Background: an optimization exercise with open tools, aiming at a short achievable clock period and few clock cycles per item. Do not read the settings as production practice. The RTL was checked by simulation tests, not by an equivalence proof against the original design. Power is estimated from default activity; no workload was simulated.

==> flow/config.mk <==
export PLATFORM = sky130hd
export DESIGN_NAME = core_top
export DESIGN_NICKNAME = core_top
export VERILOG_FILES = /design/flow/design.v
export SDC_FILE = /design/flow/constraint.sdc
export NUM_CORES = 4
export LEC_CHECK = 0
export ABC_CLOCK_PERIOD_IN_PS = 2000
export CAP_MARGIN = 30
export CORE_MARGIN = 2
export CORE_UTILIZATION = 30
export SETUP_SLACK_MARGIN = 2.5
export SLEW_MARGIN = 40
export TNS_END_PERCENT = 10
==> flow/constraint.sdc <==
create_clock -name core_clock -period 6.0 [get_ports {clk}]
set_input_delay 1.2000 -clock core_clock [delete_from_list [all_inputs] [get_ports {clk}]]
set_output_delay 1.2000 -clock core_clock [all_outputs]
set_load 0.01 [all_outputs]
==> flow/design.v <==
`default_nettype none
package core_pkg;
    parameter int XLEN = 32;
    typedef logic [XLEN-1:0] word_t;
    typedef logic [31:0]     addr_t;
    typedef logic [4:0]      reg_addr_t;
    typedef logic [31:0]     inst_t;
    typedef enum logic [6:0] {
        OP     = 7'b0110011,
        OP_IMM = 7'b0010011,
        LUI    = 7'b0110111,
        LOAD   = 7'b0000011,
        STORE  = 7'b0100011,
        BRANCH = 7'b1100011
    } opcode_e;
    typedef enum logic [2:0] {
        ALU_ADD,
        ALU_SUB,
        ALU_AND,
        ALU_OR,
        ALU_XOR,
        ALU_PASS_B
    } alu_op_e;
    typedef struct packed {
        addr_t pc;
        inst_t inst;
    } fetch_pkt_t;
    typedef struct packed {
        addr_t     pc;
        alu_op_e   alu_op;
        word_t     op_a;
        word_t     op_b;
        word_t     store_data;
        reg_addr_t rd;
        logic      reg_write;
        logic      load;
        logic      store;
        logic      branch;
        logic      branch_eq;
        addr_t     branch_target;
    } decode_pkt_t;
    typedef struct packed {
        addr_t     pc;
        word_t     result;
        word_t     store_data;
        reg_addr_t rd;
        logic      reg_write;
        logic      load;
        logic      store;
    } exec_pkt_t;
    typedef struct packed {
        addr_t     pc;
        reg_addr_t rd;
        word_t     data;
    } retire_t;
    typedef struct packed {
        logic  taken;
        addr_t target;
    } redirect_t;
    typedef struct packed {
        addr_t addr;
        word_t wdata;
        logic  write;
    } dmem_req_t;
    typedef struct packed {
        logic      write;
        reg_addr_t rd;
        word_t     value;
    } fwd_t;
endpackage
`default_nettype wire
`default_nettype none
module core_top
#(
    parameter logic [31:0] RESET_PC = 32'h0000_0000
) (
    input  logic        clk,
    input  logic        reset_i,
    output logic [31:0] pc_o,
    input  logic [31:0] inst_i,
    output logic        dmem_req_valid_o,
    input  logic        dmem_req_ready_i,
    output logic [64:0] dmem_req_o,
    input  logic [31:0] dmem_rdata_i,
    output logic        retire_valid_o,
    output logic [68:0] retire_o
);
    localparam int CQN = 8;    
    localparam int MQN = 4;    
    localparam int CFN = 16;   
    localparam int BHN = 64;   
    localparam logic [6:0] OP_OP     = 7'b0110011;
    localparam logic [6:0] OP_IMM    = 7'b0010011;
    localparam logic [6:0] OP_LUI    = 7'b0110111;
    localparam logic [6:0] OP_LOAD   = 7'b0000011;
    localparam logic [6:0] OP_STORE  = 7'b0100011;
    localparam logic [6:0] OP_BRANCH = 7'b1100011;
    logic [31:0] pc_q;
    logic [BHN-1:0] bh_v;     
    logic [BHN-1:0] bh_t;     
    logic        sk_v;
    logic [31:0] sk_pc;
    logic [31:0] sk_inst;
    logic        sk_pred;
    logic [31:0] sk_alt;
    logic        ex_v;
    logic [31:0] ex_pc;
    logic [4:0]  ex_rd;       
    logic [4:0]  ex_rdret;    
    logic [4:0]  ex_rs1;
    logic [4:0]  ex_rs2;
    logic        ex_alu;      
    logic        ex_wr;       
    logic        ex_ld;
    logic        ex_st;
    logic        ex_br;
    logic        ex_bne;
    logic        ex_pred;
    logic [31:0] ex_alt;      
    logic        ex_ua;       
    logic        ex_ub;       
    logic        ex_usd;      
    logic [31:0] ex_a;
    logic [31:0] ex_b;
    logic [31:0] ex_sd;
    logic        ex_wa;       
    logic        ex_wb;
    logic        ex_wsd;
    logic        ex_wl;       
    logic        ex_iss;      
    logic        ex_sub;      
    logic        ex_arith;    
    logic        ex_and;
    logic        ex_or;
    logic        ex_xor;
    logic        x_v;
    logic [31:0] x_pc;
    logic [4:0]  x_rd;
    logic [4:0]  x_rdret;
    logic        x_alu;
    logic        x_wr;
    logic        x_ld;
    logic        x_mem;
    logic [31:0] x_res;
    logic [31:0] rf [1:31];
    logic [31:0] pend;        
    logic [31:0] lfl;         
    logic        rq_v;
    logic [31:0] rq_addr;
    logic [31:0] rq_wdata;
    logic        rq_st;
    logic [4:0]  rq_rd;
    logic [31:0] mq_addr  [MQN];
    logic [31:0] mq_wdata [MQN];
    logic        mq_st    [MQN];
    logic [4:0]  mq_rd    [MQN];
    logic [1:0]  mq_hd;
    logic [1:0]  mq_tl;
    logic [2:0]  mq_cnt;
    logic [31:0] cq_pc   [CQN];
    logic [4:0]  cq_rd   [CQN];
    logic [31:0] cq_data [CQN];
    logic        cq_mem  [CQN];
    logic        cq_ld   [CQN];
    logic [2:0]  cq_hd;
    logic [2:0]  cq_tl;
    logic [3:0]  cq_cnt;
    logic [31:0] cf_data [CFN];
    logic [3:0]  cf_hd;
    logic [3:0]  cf_tl;
    logic        rt_v;
    logic [31:0] rt_pc;
    logic [4:0]  rt_rd;
    logic [31:0] rt_data;
    logic        acc;
    logic        ldc;         
    logic        redir;
    logic        e_stall;
    logic        e_adv;
    logic [5:0]  f_bi;
    logic        f_isbr;
    logic        f_stat;
    logic        f_pred;
    logic [31:0] f_immb;
    logic [31:0] f_tgt;
    logic [31:0] f_seq;
    assign pc_o   = pc_q;
    assign f_bi   = pc_q[7:2];
    assign f_isbr = (inst_i[6:0] == OP_BRANCH);
    assign f_stat = (inst_i[14:12] == 3'b000) == (inst_i[19:15] == inst_i[24:20]);
    assign f_pred = f_isbr && (inst_i[31] || (bh_v[f_bi] ? bh_t[f_bi] : f_stat));
    assign f_immb = {{19{inst_i[31]}}, inst_i[31], inst_i[7], inst_i[30:25], inst_i[11:8], 1'b0};
    assign f_tgt  = pc_q + f_immb;
    assign f_seq  = pc_q + 32'd4;
    function automatic logic [31:0] rd_val(input logic [4:0] s);
        rd_val = 32'd0;
        if (s != 5'd0) begin
            if (x_wr && x_rd == s) begin
                rd_val = x_res;
            end else if (ldc && rq_rd == s && pend[s]) begin
                rd_val = dmem_rdata_i;
            end else begin
                rd_val = rf[s];
            end
        end
    endfunction
    logic [31:0] n_inst;
    logic [31:0] n_pc;
    logic        n_pred;
    logic [31:0] n_alt;
    logic [6:0]  n_op;
    logic [4:0]  n_rd;
    logic [4:0]  n_rs1;
    logic [4:0]  n_rs2;
    logic        n_isop;
    logic        n_isimm;
    logic        n_islui;
    logic        n_isld;
    logic        n_isst;
    logic        n_isbr;
    logic        n_writes;
    logic        n_ua;
    logic        n_ub;
    logic [31:0] n_imm;
    logic [31:0] n_v1;
    logic [31:0] n_v2;
    logic        n_f1;        
    logic        n_f2;
    assign n_inst = sk_v ? sk_inst : inst_i;
    assign n_pc   = sk_v ? sk_pc   : pc_q;
    assign n_pred = sk_v ? sk_pred : f_pred;
    assign n_alt  = sk_v ? sk_alt  : (f_pred ? f_seq : f_tgt);
    assign n_op   = n_inst[6:0];
    assign n_rd   = n_inst[11:7];
    assign n_rs1  = n_inst[19:15];
    assign n_rs2  = n_inst[24:20];
    assign n_isop  = (n_op == OP_OP);
    assign n_isimm = (n_op == OP_IMM);
    assign n_islui = (n_op == OP_LUI);
    assign n_isld  = (n_op == OP_LOAD);
    assign n_isst  = (n_op == OP_STORE);
    assign n_isbr  = (n_op == OP_BRANCH);
    assign n_writes = n_isop || n_isimm || n_islui || n_isld;
    assign n_ua     = n_isop || n_isimm || n_isld || n_isst || n_isbr;
    assign n_ub     = n_isop || n_isbr;
    always_comb begin
        if (n_islui)     n_imm = {n_inst[31:12], 12'b0};
        else if (n_isst) n_imm = {{20{n_inst[31]}}, n_inst[31:25], n_inst[11:7]};
        else             n_imm = {{20{n_inst[31]}}, n_inst[31:20]};
    end
    assign n_v1 = sk_v ? rd_val(sk_inst[19:15]) : rd_val(inst_i[19:15]);
    assign n_v2 = sk_v ? rd_val(sk_inst[24:20]) : rd_val(inst_i[24:20]);
    function automatic logic pend_nx(input logic [4:0] r);
        pend_nx = (r != 5'd0) &&
                  ((pend[r] && !(x_wr && x_rd == r) && !(ldc && rq_rd == r)) ||
                   (ex_v && ex_ld && !ex_iss && ex_rd == r));
    endfunction
    function automatic logic lfl_nx(input logic [4:0] r);
        lfl_nx = (r != 5'd0) &&
                 ((lfl[r] && !(ldc && rq_rd == r)) || (ex_v && ex_ld && !ex_iss && ex_rd == r));
    endfunction
    logic n_p1;
    logic n_p2;
    logic n_pl;
    assign n_p1 = sk_v ? pend_nx(sk_inst[19:15]) : pend_nx(inst_i[19:15]);
    assign n_p2 = sk_v ? pend_nx(sk_inst[24:20]) : pend_nx(inst_i[24:20]);
    assign n_pl = sk_v ? lfl_nx(sk_inst[11:7])   : lfl_nx(inst_i[11:7]);
    assign n_f1 = ex_v && ex_wr && (ex_rd == n_rs1);
    assign n_f2 = ex_v && ex_wr && (ex_rd == n_rs2);
    logic [31:0] e_a;
    logic [31:0] e_b;
    logic [31:0] e_sd;
    logic [31:0] e_sum;
    logic [31:0] e_res;
    logic        e_taken;
    logic        e_go;
    logic        e_memgo;
    logic        e_cap;
    logic        e_la;        
    logic        e_lb;
    logic        e_lsd;
    function automatic logic [31:0] pp_add(input logic [31:0] a, input logic [31:0] b,
                                           input logic cin);
        logic [31:0] g;
        logic [31:0] p;
        logic [31:0] gg;
        logic [31:0] pp;
        g  = a & b;
        p  = a ^ b;
        gg = g;
        pp = p;
        gg[0] = g[0] | (p[0] & cin);
        for (int d = 1; d < 32; d = d * 2) begin
            for (int i = 31; i >= d; i--) begin
                gg[i] = gg[i] | (pp[i] & gg[i-d]);
                pp[i] = pp[i] & pp[i-d];
            end
        end
        pp_add = p ^ {gg[30:0], cin};
    endfunction
    assign e_a   = ex_a;
    assign e_b   = ex_b;
    assign e_sd  = ex_sd;
    assign e_sum = pp_add(e_a, e_b, ex_sub);
    logic [31:0] e_log;
    always_comb begin
        if (ex_and)      e_log = e_a & e_b;
        else if (ex_or)  e_log = e_a | e_b;
        else             e_log = e_a ^ e_b;
    end
    assign e_res = ex_arith ? e_sum : e_log;
    assign e_taken = (e_a == e_b) != ex_bne;
    assign e_cap   = (cq_cnt >= 4'(CQN - 2)) || (mq_cnt >= 3'(MQN - 1));
    assign e_stall = ex_v && (ex_wa || ex_wb || ex_wsd || ex_wl || e_cap);
    assign e_adv   = !ex_v || !e_stall;
    assign e_go    = ex_v && !e_stall;
    assign e_memgo = e_go && (ex_ld || ex_st) && !ex_iss;
    assign redir   = e_go && ex_br && (e_taken != ex_pred);
    assign e_la  = ldc && ex_wa  && rq_rd == ex_rs1;
    assign e_lb  = ldc && ex_wb  && rq_rd == ex_rs2;
    assign e_lsd = ldc && ex_wsd && rq_rd == ex_rs2;
    logic        mq_any;
    logic        rq_free;
    logic        mq_push;
    logic        mq_pop;
    logic        early;
    assign dmem_req_valid_o = rq_v;
    assign dmem_req_o       = {rq_addr, rq_wdata, rq_st};
    assign acc     = rq_v && dmem_req_ready_i;
    assign ldc     = acc && !rq_st;
    assign mq_any  = (mq_cnt != 3'd0);
    assign rq_free = !rq_v || dmem_req_ready_i;
    assign mq_pop  = rq_free && mq_any;
    assign mq_push = e_memgo && (mq_any || !rq_free);
    assign early   = e_adv && !redir && n_isld && (n_rs1 == 5'd0) && !mq_any && rq_free &&
                     !e_memgo && !(ex_v && ex_wr && ex_rd == n_rd);
    logic        cq_any;
    logic        cf_any;
    logic        r_v;
    logic [31:0] r_pc;
    logic [4:0]  r_rd;
    logic [31:0] r_data;
    logic        r_bypass;    
    logic        cq_push;
    logic        cq_pop;
    logic        cf_push;
    logic        cf_pop;
    assign cq_any = (cq_cnt != 4'd0);
    assign cf_any = (cf_hd != cf_tl);    
    always_comb begin
        r_bypass = 1'b0;
        cf_pop   = 1'b0;
        if (!cq_any) begin
            r_pc   = x_pc;
            r_rd   = x_rdret;
            if (!x_mem) begin
                r_v    = x_v;
                r_data = x_alu ? x_res : 32'd0;
            end else if (cf_any) begin
                r_v    = x_v;
                r_data = x_ld ? cf_data[cf_hd] : 32'd0;
                cf_pop = x_v;
            end else begin
                r_v    = x_v && acc;
                r_data = x_ld ? dmem_rdata_i : 32'd0;
                r_bypass = x_v;
            end
        end else begin
            r_pc = cq_pc[cq_hd];
            r_rd = cq_rd[cq_hd];
            if (!cq_mem[cq_hd]) begin
                r_v    = 1'b1;
                r_data = cq_data[cq_hd];
            end else if (cf_any) begin
                r_v    = 1'b1;
                r_data = cq_ld[cq_hd] ? cf_data[cf_hd] : 32'd0;
                cf_pop = 1'b1;
            end else begin
                r_v    = acc;
                r_data = cq_ld[cq_hd] ? dmem_rdata_i : 32'd0;
                r_bypass = 1'b1;
            end
        end
    end
    assign cq_push = x_v && !(!cq_any && r_v);
    assign cq_pop  = cq_any && r_v;
    assign cf_push = acc && !r_bypass;
    assign retire_valid_o = rt_v;
    assign retire_o       = {rt_pc, rt_rd, rt_data};
    always_ff @(posedge clk) begin
        if (reset_i) begin
            pc_q <= RESET_PC;
        end else if (redir) begin
            pc_q <= ex_alt;
        end else if (!sk_v) begin
            pc_q <= f_pred ? f_tgt : f_seq;
        end
    end
    logic       bu_v;
    logic [5:0] bu_i;
    logic       bu_t;
    always_ff @(posedge clk) begin
        if (reset_i) begin
            bu_v <= 1'b0;
        end else begin
            bu_v <= e_go && ex_br;
        end
        bu_i <= ex_pc[7:2];
        bu_t <= e_taken;
    end
    always_ff @(posedge clk) begin
        if (reset_i) begin
            bh_v <= '0;
        end else if (bu_v) begin
            bh_v[bu_i] <= 1'b1;
        end
    end
    always_ff @(posedge clk) begin
        if (bu_v) begin
            bh_t[bu_i] <= bu_t;
        end
    end
    always_ff @(posedge clk) begin
        if (reset_i) begin
            sk_v <= 1'b0;
            ex_v <= 1'b0;
        end else if (redir) begin
            sk_v <= 1'b0;
            ex_v <= 1'b0;
        end else if (e_adv) begin
            sk_v <= 1'b0;
            ex_v <= 1'b1;
        end else if (!sk_v) begin
            sk_v <= 1'b1;
        end
    end
    always_ff @(posedge clk) begin
        if (!sk_v) begin
            sk_pc   <= pc_q;
            sk_inst <= inst_i;
            sk_pred <= f_pred;
            sk_alt  <= f_pred ? f_seq : f_tgt;
        end
    end
    always_ff @(posedge clk) begin
        if (e_adv) begin
            ex_pc    <= n_pc;
            ex_rd    <= n_rd;
            ex_rdret <= n_writes ? n_rd : 5'd0;
            ex_rs1   <= n_rs1;
            ex_rs2   <= n_rs2;
            ex_alu   <= n_writes && !n_isld;
            ex_wr    <= n_writes && !n_isld && (n_rd != 5'd0);
            ex_ld    <= n_isld;
            ex_st    <= n_isst;
            ex_br    <= n_isbr;
            ex_bne   <= (n_inst[14:12] != 3'b000);
            ex_pred  <= n_pred;
            ex_alt   <= n_alt;
            ex_ua    <= n_ua && (n_rs1 != 5'd0);
            ex_ub    <= n_ub && (n_rs2 != 5'd0);
            ex_usd   <= n_isst && (n_rs2 != 5'd0);
            ex_wa    <= n_ua && !n_f1 && n_p1;
            ex_wb    <= n_ub && !n_f2 && n_p2;
            ex_wsd   <= n_isst && !n_f2 && n_p2;
            ex_wl    <= n_isld && n_pl;
            ex_iss   <= early;
            ex_sub   <= n_sub;
            ex_arith <= !(n_isop && (n_inst[14:12] == 3'b111 || n_inst[14:12] == 3'b110 ||
                                     n_inst[14:12] == 3'b100));
            ex_and   <= n_isop && (n_inst[14:12] == 3'b111);
            ex_or    <= n_isop && (n_inst[14:12] == 3'b110);
            ex_xor   <= n_isop && (n_inst[14:12] == 3'b100);
        end else begin
            ex_wa  <= ex_wa  && !e_la;
            ex_wb  <= ex_wb  && !e_lb;
            ex_wsd <= ex_wsd && !e_lsd;
            ex_wl  <= ex_wl  && !(ldc && rq_rd == ex_rd);
            ex_iss <= ex_iss;
        end
    end
    logic        n_sub;
    logic [31:0] a_oth;
    logic [31:0] b_oth;
    logic [31:0] sd_oth;
    logic        fa;
    logic        fb;
    logic        fsd;
    assign n_sub = n_isop && (n_inst[14:12] != 3'b100) && (n_inst[14:12] != 3'b110) &&
                   (n_inst[14:12] != 3'b111) && n_inst[30];
    assign fa  = e_adv && n_ua && n_f1;
    assign fb  = e_adv && n_ub && n_f2;
    assign fsd = e_adv && n_isst && n_f2;
    assign a_oth  = e_adv ? (n_islui ? 32'd0 : n_v1) : (e_la ? dmem_rdata_i : ex_a);
    assign b_oth  = e_adv ? (n_ub ? (n_v2 ^ {32{n_sub}}) : n_imm) :
                            (e_lb ? (dmem_rdata_i ^ {32{ex_sub}}) : ex_b);
    assign sd_oth = e_adv ? n_v2 : (e_lsd ? dmem_rdata_i : ex_sd);
    always_ff @(posedge clk) begin
        if (fa && ex_arith)  ex_a <= e_sum;
        else if (fa)         ex_a <= e_log;
        else                 ex_a <= a_oth;
        if (fb && ex_arith)  ex_b <= e_sum ^ {32{n_sub}};
        else if (fb)         ex_b <= e_log ^ {32{n_sub}};
        else                 ex_b <= b_oth;
        if (fsd && ex_arith) ex_sd <= e_sum;
        else if (fsd)        ex_sd <= e_log;
        else                 ex_sd <= sd_oth;
    end
    always_ff @(posedge clk) begin
        if (reset_i) begin
            x_v   <= 1'b0;
            x_wr  <= 1'b0;
            x_mem <= 1'b0;
        end else begin
            x_v   <= e_go;
            x_wr  <= e_go && ex_wr;
            x_mem <= e_go && (ex_ld || ex_st);
        end
    end
    always_ff @(posedge clk) begin
        x_pc    <= ex_pc;
        x_rd    <= ex_rd;
        x_rdret <= ex_rdret;
        x_alu   <= ex_alu;
        x_ld    <= ex_ld;
        x_res   <= e_res;
    end
    always_ff @(posedge clk) begin
        if (reset_i) begin
            pend <= '0;
            lfl  <= '0;
        end else begin
            for (int r = 1; r < 32; r++) begin
                if ((e_go && ex_ld && !ex_iss && ex_rd == 5'(r)) || (early && n_rd == 5'(r))) begin
                    pend[r] <= 1'b1;
                    lfl[r]  <= 1'b1;
                end else begin
                    if ((x_wr && x_rd == 5'(r)) || (ldc && rq_rd == 5'(r))) begin
                        pend[r] <= 1'b0;
                    end
                    if (ldc && rq_rd == 5'(r)) begin
                        lfl[r] <= 1'b0;
                    end
                end
            end
        end
    end
    always_ff @(posedge clk) begin
        if (reset_i) begin
            for (int r = 1; r < 32; r++) begin
                rf[r] <= '0;
            end
        end else begin
            for (int r = 1; r < 32; r++) begin
                if (x_wr && x_rd == 5'(r)) begin
                    rf[r] <= x_res;
                end else if (ldc && rq_rd == 5'(r) && pend[r]) begin
                    rf[r] <= dmem_rdata_i;
                end
            end
        end
    end
    always_ff @(posedge clk) begin
        if (reset_i) begin
            rq_v   <= 1'b0;
            mq_hd  <= '0;
            mq_tl  <= '0;
            mq_cnt <= '0;
        end else begin
            if (rq_free) begin
                rq_v <= mq_any || e_memgo || early;
            end
            if (mq_push) mq_tl <= mq_tl + 1'b1;
            if (mq_pop)  mq_hd <= mq_hd + 1'b1;
            mq_cnt <= mq_cnt + {2'd0, mq_push} - {2'd0, mq_pop};
        end
    end
    always_ff @(posedge clk) begin
        if (rq_free) begin
            if (mq_any) begin
                rq_addr  <= mq_addr[mq_hd];
                rq_wdata <= mq_wdata[mq_hd];
                rq_st    <= mq_st[mq_hd];
                rq_rd    <= mq_rd[mq_hd];
            end else if (e_memgo) begin
                rq_addr  <= e_sum;
                rq_wdata <= e_sd;
                rq_st    <= ex_st;
                rq_rd    <= ex_rd;
            end else begin
                rq_addr  <= n_imm;
                rq_wdata <= n_v2;
                rq_st    <= 1'b0;
                rq_rd    <= n_rd;
            end
        end
        if (mq_push) begin
            mq_addr[mq_tl]  <= e_sum;
            mq_wdata[mq_tl] <= e_sd;
            mq_st[mq_tl]    <= ex_st;
            mq_rd[mq_tl]    <= ex_rd;
        end
    end
    always_ff @(posedge clk) begin
        if (reset_i) begin
            cq_hd  <= '0;
            cq_tl  <= '0;
            cq_cnt <= '0;
            cf_hd  <= '0;
            cf_tl  <= '0;
        end else begin
            if (cq_push) cq_tl <= cq_tl + 1'b1;
            if (cq_pop)  cq_hd <= cq_hd + 1'b1;
            cq_cnt <= cq_cnt + {3'd0, cq_push} - {3'd0, cq_pop};
            if (cf_push) cf_tl <= cf_tl + 1'b1;
            if (cf_pop)  cf_hd <= cf_hd + 1'b1;
        end
    end
    always_ff @(posedge clk) begin
        if (cq_push) begin
            cq_pc[cq_tl]   <= x_pc;
            cq_rd[cq_tl]   <= x_rdret;
            cq_data[cq_tl] <= x_alu ? x_res : 32'd0;
            cq_mem[cq_tl]  <= x_mem;
            cq_ld[cq_tl]   <= x_ld;
        end
        if (cf_push) begin
            cf_data[cf_tl] <= dmem_rdata_i;
        end
    end
    always_ff @(posedge clk) begin
        if (reset_i) begin
            rt_v <= 1'b0;
        end else begin
            rt_v <= r_v;
        end
    end
    always_ff @(posedge clk) begin
        if (r_v) begin
            rt_pc   <= r_pc;
            rt_rd   <= r_rd;
            rt_data <= r_data;
        end
    end
endmodule
`default_nettype wire
==> flow/run.sh <==
#!/bin/bash
# synth_recipe.tcl (not shown) runs the flow's synth.tcl, then flattens the netlist and writes it again
# the make line also repeats each setting of config.mk as NAME=value (left out here)
make -C /OpenROAD-flow-scripts/flow DESIGN_CONFIG=/design/flow/config.mk WORK_HOME=/design/flow/orfs CLKGATE_MAP_FILE= SYNTH_SCRIPT=/design/flow/synth_recipe.tcl finish
==> summary.md <==
| Metric | Value |
|---|---|
| Outcome | `complete, no violations` |
| Post-DP HPWL | `864000 um` |
| RSZ-0062 raised after global routing | `yes` |
| Hold Path Cell Cnt | `0` |
| Worst-Margin Slew | `1.32 ns` |
| Top cell type's share of synthesized area | `32.1%` |
| Syn-to-layout area delta | `26.6%` |
| Seq cells post-synth | `3125` |
| Most used cell, CP | `buf_4` |
| Die width | `744 um` |
| Async S/R FF share, synth | `0%` |
| Synthesized area | `0.164 mm2` |
| Slew Viols, Final | `0` |
| Initial antenna violation count | `221` |
| Cell taking the most area after synthesis | `edfxtp_1` |
| Gr ovfl total | `0` |
| Critical Path Fanout Max | `9` |
| Max IR drop VDD | `0.321 mV` |
| Worst-path cell chain | `buf_4, buf_4, buf_4, nor2b_1, a32oi_2, o31a_1, nand4_1, nor3_4, a2111o_1, nand4_1, buf_6, a211oi_2, o21ai_1` |
| Top cells by area, synth | `edfxtp_1 (32%), dfxtp_1 (17%), mux2i_1 (6.3%)` |
| Number of global-route vias before repair | `150000` |
| Setup violations, final | `0` |
| Largest family of logic cells by synthesized area | `compound AO/OA/AOI/OAI gates` |
| Post-Place Cells | `22800` |
| Layout Cells excl Fill | `24200` |
| CTS buffer count | `358` |
| Crit. path cell count | `13` |
| WL final | `1270000 um` |
| Post-route cell area | `0.208 mm2` |
| Slowest stage delay, CP | `0.81 ns` |
| Routability congestion estimate | `1.11` |
| M3 GR Usage | `22.3%` |
| Hold WC Path Type | `reg2reg` |
| Req. time, crit path | `6.79 ns` |
| EDFF count, synth | `1755` |
| Syn Area/Cell | `10.5 um2` |
| Family with the most delay on the worst path | `simple AND/OR/NAND/NOR gates` |
| DIE HEIGHT | `744 um` |
| Clk root buf | `clkbuf_16` |
| Drt pass-1 iters | `16` |
| Leak | `0.0717 uW` |
| Ys Warns | `34` |
| Core area | `0.545 mm2` |
| Synth cell types | `94` |
| Routed Antenna Nets | `0` |
| Final Hold Fails | `0` |
| Synthesized instance count | `15700` |
| # port buffers | `234` |
| PD cells | `391 mW/mm2` |
| DRC | `0` |
| Cell Rows | `271` |
| Fin nets | `16700` |
| Dpl ws | `0.191 ns` |
| Worst relative slew slack | `11.6%` |
| CTS clk-pin slew, worst paths | `0.06 ns` |
| Syn Nets | `15900` |
| WS Path Type | `reg2reg` |
| I/O pin total | `235` |
| Final Critical Period | `4.26 ns` |
| Met1 GRT Util | `53.8%` |
| CP endpoint kind | `flip-flop` |
| Startpoint types | `flip-flop` |
| M2 GR Usage | `57.9%` |
| GRT Overall Usage | `44.2%` |
| R2R depth | `13` |
| Mux share of post-synthesis cell area | `13.1%` |
| Post-Synth Simple-Gate Area | `12.5%` |
| Synth Area in Adders | `0.967%` |
| Worst-Skew Late Latency | `1.13 ns` |
| Sequential share of the synthesized area | `48.8%` |
| Post-route setup TNS | `0 ns` |
| First-pass GRT wire length | `1610000 um` |
| Per-cell routed wire length | `52.5 um` |
| Fraction of layout instances using a drive strength above 1 | `22.8%` |
| Top_reg_cell synth | `edfxtp_1` |
| Largest net degree at the start of global routing | `159` |
| Final worst-path cycle share | `71.0%` |
| Worst path bufs/invs | `4` |
| # H-tree levels | `5` |
| Post-synthesis xor/xnor area fraction | `1.55%` |
| Via density | `7.05` |
| Final worst setup slack | `1.74 ns` |
| Routed via count | `171000` |
| Flop2flop setup slack | `1.74 ns` |
| Die footprint | `0.553 mm2` |
| Initial Utilization | `30.1%` |
| Maxcap violations | `0` |
| Bufs on Longest Clock Path | `4` |
| Layout Skew | `0.108 ns` |
| Initial DRC Count | `32100` |
| Area after DPL | `0.185 mm2` |
| CP arrival | `5.05 ns` |
| # clock sinks | `3125` |
| Compound-Gate Fraction of Synth Area | `18.8%` |
| Highest-count cells in the layout ignoring fill and taps | `edfxtp_1 (1755), nor2_1 (1507), dfxtp_1 (1312)` |
| Final Util | `38.2%` |
| Slowest CP cell | `nor3_4` |
| Maximum clock frequency | `235 MHz` |
| CTS tree | `built` |
| GR peak layer | `met2` |
| Most common cell after layout, fill and taps aside | `edfxtp_1` |
==> per-stage QoR <==
| stage | hold slack [ns] | total power (uW) |
|---|---|---|
| floorplan | 0.323 | 41000 |
| global placement | 0.324 | 53900 |
| detailed placement | 0.327 | 54200 |
| CTS | 0.308 | 78900 |
| global route | 0.325 | 82600 |
| finish | 0.313 | 81300 |
==> synth_stat cells, drive strengths merged (197+ instances only) <==
| cell | n |
|---|---|
| a211oi | 879 |
| a21oi | 431 |
| a22oi | 1302 |
| a311oi | 197 |
| and3 | 227 |
| buf | 286 |
| clkbuf | 1361 |
| dfxtp | 1370 |
| edfxtp | 1755 |
| mux2i | 1042 |
| mux4 | 453 |
| nand2 | 968 |
| nand3 | 658 |
| nand4 | 277 |
| nor2 | 1664 |
| o21ai | 543 |
==> final cells by class <==
| type | count | area [um2] |
|---|---|---|
| clock buffers | 461 | 9790 |
| well taps | 7234 | 9050 |
| clock inverters | 200 | 2340 |
| diodes | 219 | 548 |
| flip-flops and latches | 3125 | 80300 |
| repair buffers | 2084 | 22700 |
| fillers | 52800 | 337000 |
| inverters | 186 | 719 |
| multi-input cells | 10700 | 82400 |
==> path summary, 6_finish.rpt <==
path	startpoint	to
worst min register to register	ex_pc[8]	x_pc[8]
worst max-delay path	sk_inst[23]	ex_b[31]
worst min-delay path	ex_pc[8]	x_pc[8]
worst max register to register	sk_inst[23]	ex_b[31]
==> cell families (layout without fill, tap and decap cells) <==
kind of cell | count (synthesis) | in the layout
multiplexers | 1579 | 1579
AND/OR/NAND/NOR | 4449 | 4460
AO/OA/AOI/OAI | 4286 | 4286
buffers and inverters | 1833 | 2931
XOR/XNOR | 290 | 290
other | 0 | 219
adder cells (fa/ha/maj) | 124 | 124
flip-flops | 3125 | 3125
==> timing repair <==
item | CTS | global route
cloned | 21 | 7
hold endpoints to repair | 0 | 0
gates resized for setup | 703 | 287
setup endpoints to repair | 1309 | 1335
setup buffers | 372 | 111
pin swaps | 193 | 107
hold buffers | 0 | 0
==> layer usage <==
| metal | vias up | part of all wire (%) |
|---|---|---|
| li1 | 62700 | - |
| met4 | 121 | 9.7 |
| met2 | 16500 | 38 |
| met3 | 5053 | 15 |
| met5 | - | 0.15 |
| met1 | 86500 | 37 |
==> flip-flops by register name (all words and copies together) (netlist names), 64 cells and up, named ones only <==
name,count
rf,992
bh_t,64
cq_pc,256
cq_data,256
mq_wdata,128
bh_v,64
cf_data,512
mq_addr,128
==> worst reg2reg max path, stage by stage, from the launching register on <==
cell and delay (ns):
dfxtp_4 0.58, buf_4 0.26, buf_4 0.14, buf_4 0.32, nor2b_1 0.11, a32oi_2 0.19, o31a_1 0.15, nand4_1 0.32
nor3_4 0.81, a2111o_1 0.32, nand4_1 0.26, buf_6 0.25, a211oi_2 0.17, o21ai_1 0.10
==> power by group <==
group | switching [uW] | leakage [uW] | internal [uW] | total [uW]
registers | 2490 | 0.0275 | 26400 | 28900
logic | 19700 | 0.0383 | 9320 | 29000
clock network | 10200 | 0.00586 | 13300 | 23500
total | 32300 | 0.0717 | 49000 | 81300
Testbench counts, summed over its fixed seeds: cycles 17,576, items 16,628.

[what the ideal ports hide]
Ports are ideal in the flow. The routed layout listed here was re-timed in OpenROAD.
Step 1, drivers: a clkbuf_16 drives clk and a buf_2 each remaining input, both assumed.
Step 2 moves the port delays by t, midway between the first and last clock arrival at a register: inputs arrive t later, outputs are due t later. That takes back most of the time a late clock gives input paths.
Slacks: ideal / step 1 / step 2; pairs: ideal / step 1.
t, ns: 1.200
setup slack, ns: 1.738 / 1.738 / 0.813
worst setup path after step 2: input to register
After both steps this run still meets setup and hold. For this run, drivers alone change the setup slack by 0.000 ns; drivers and shift together by -0.925 ns.
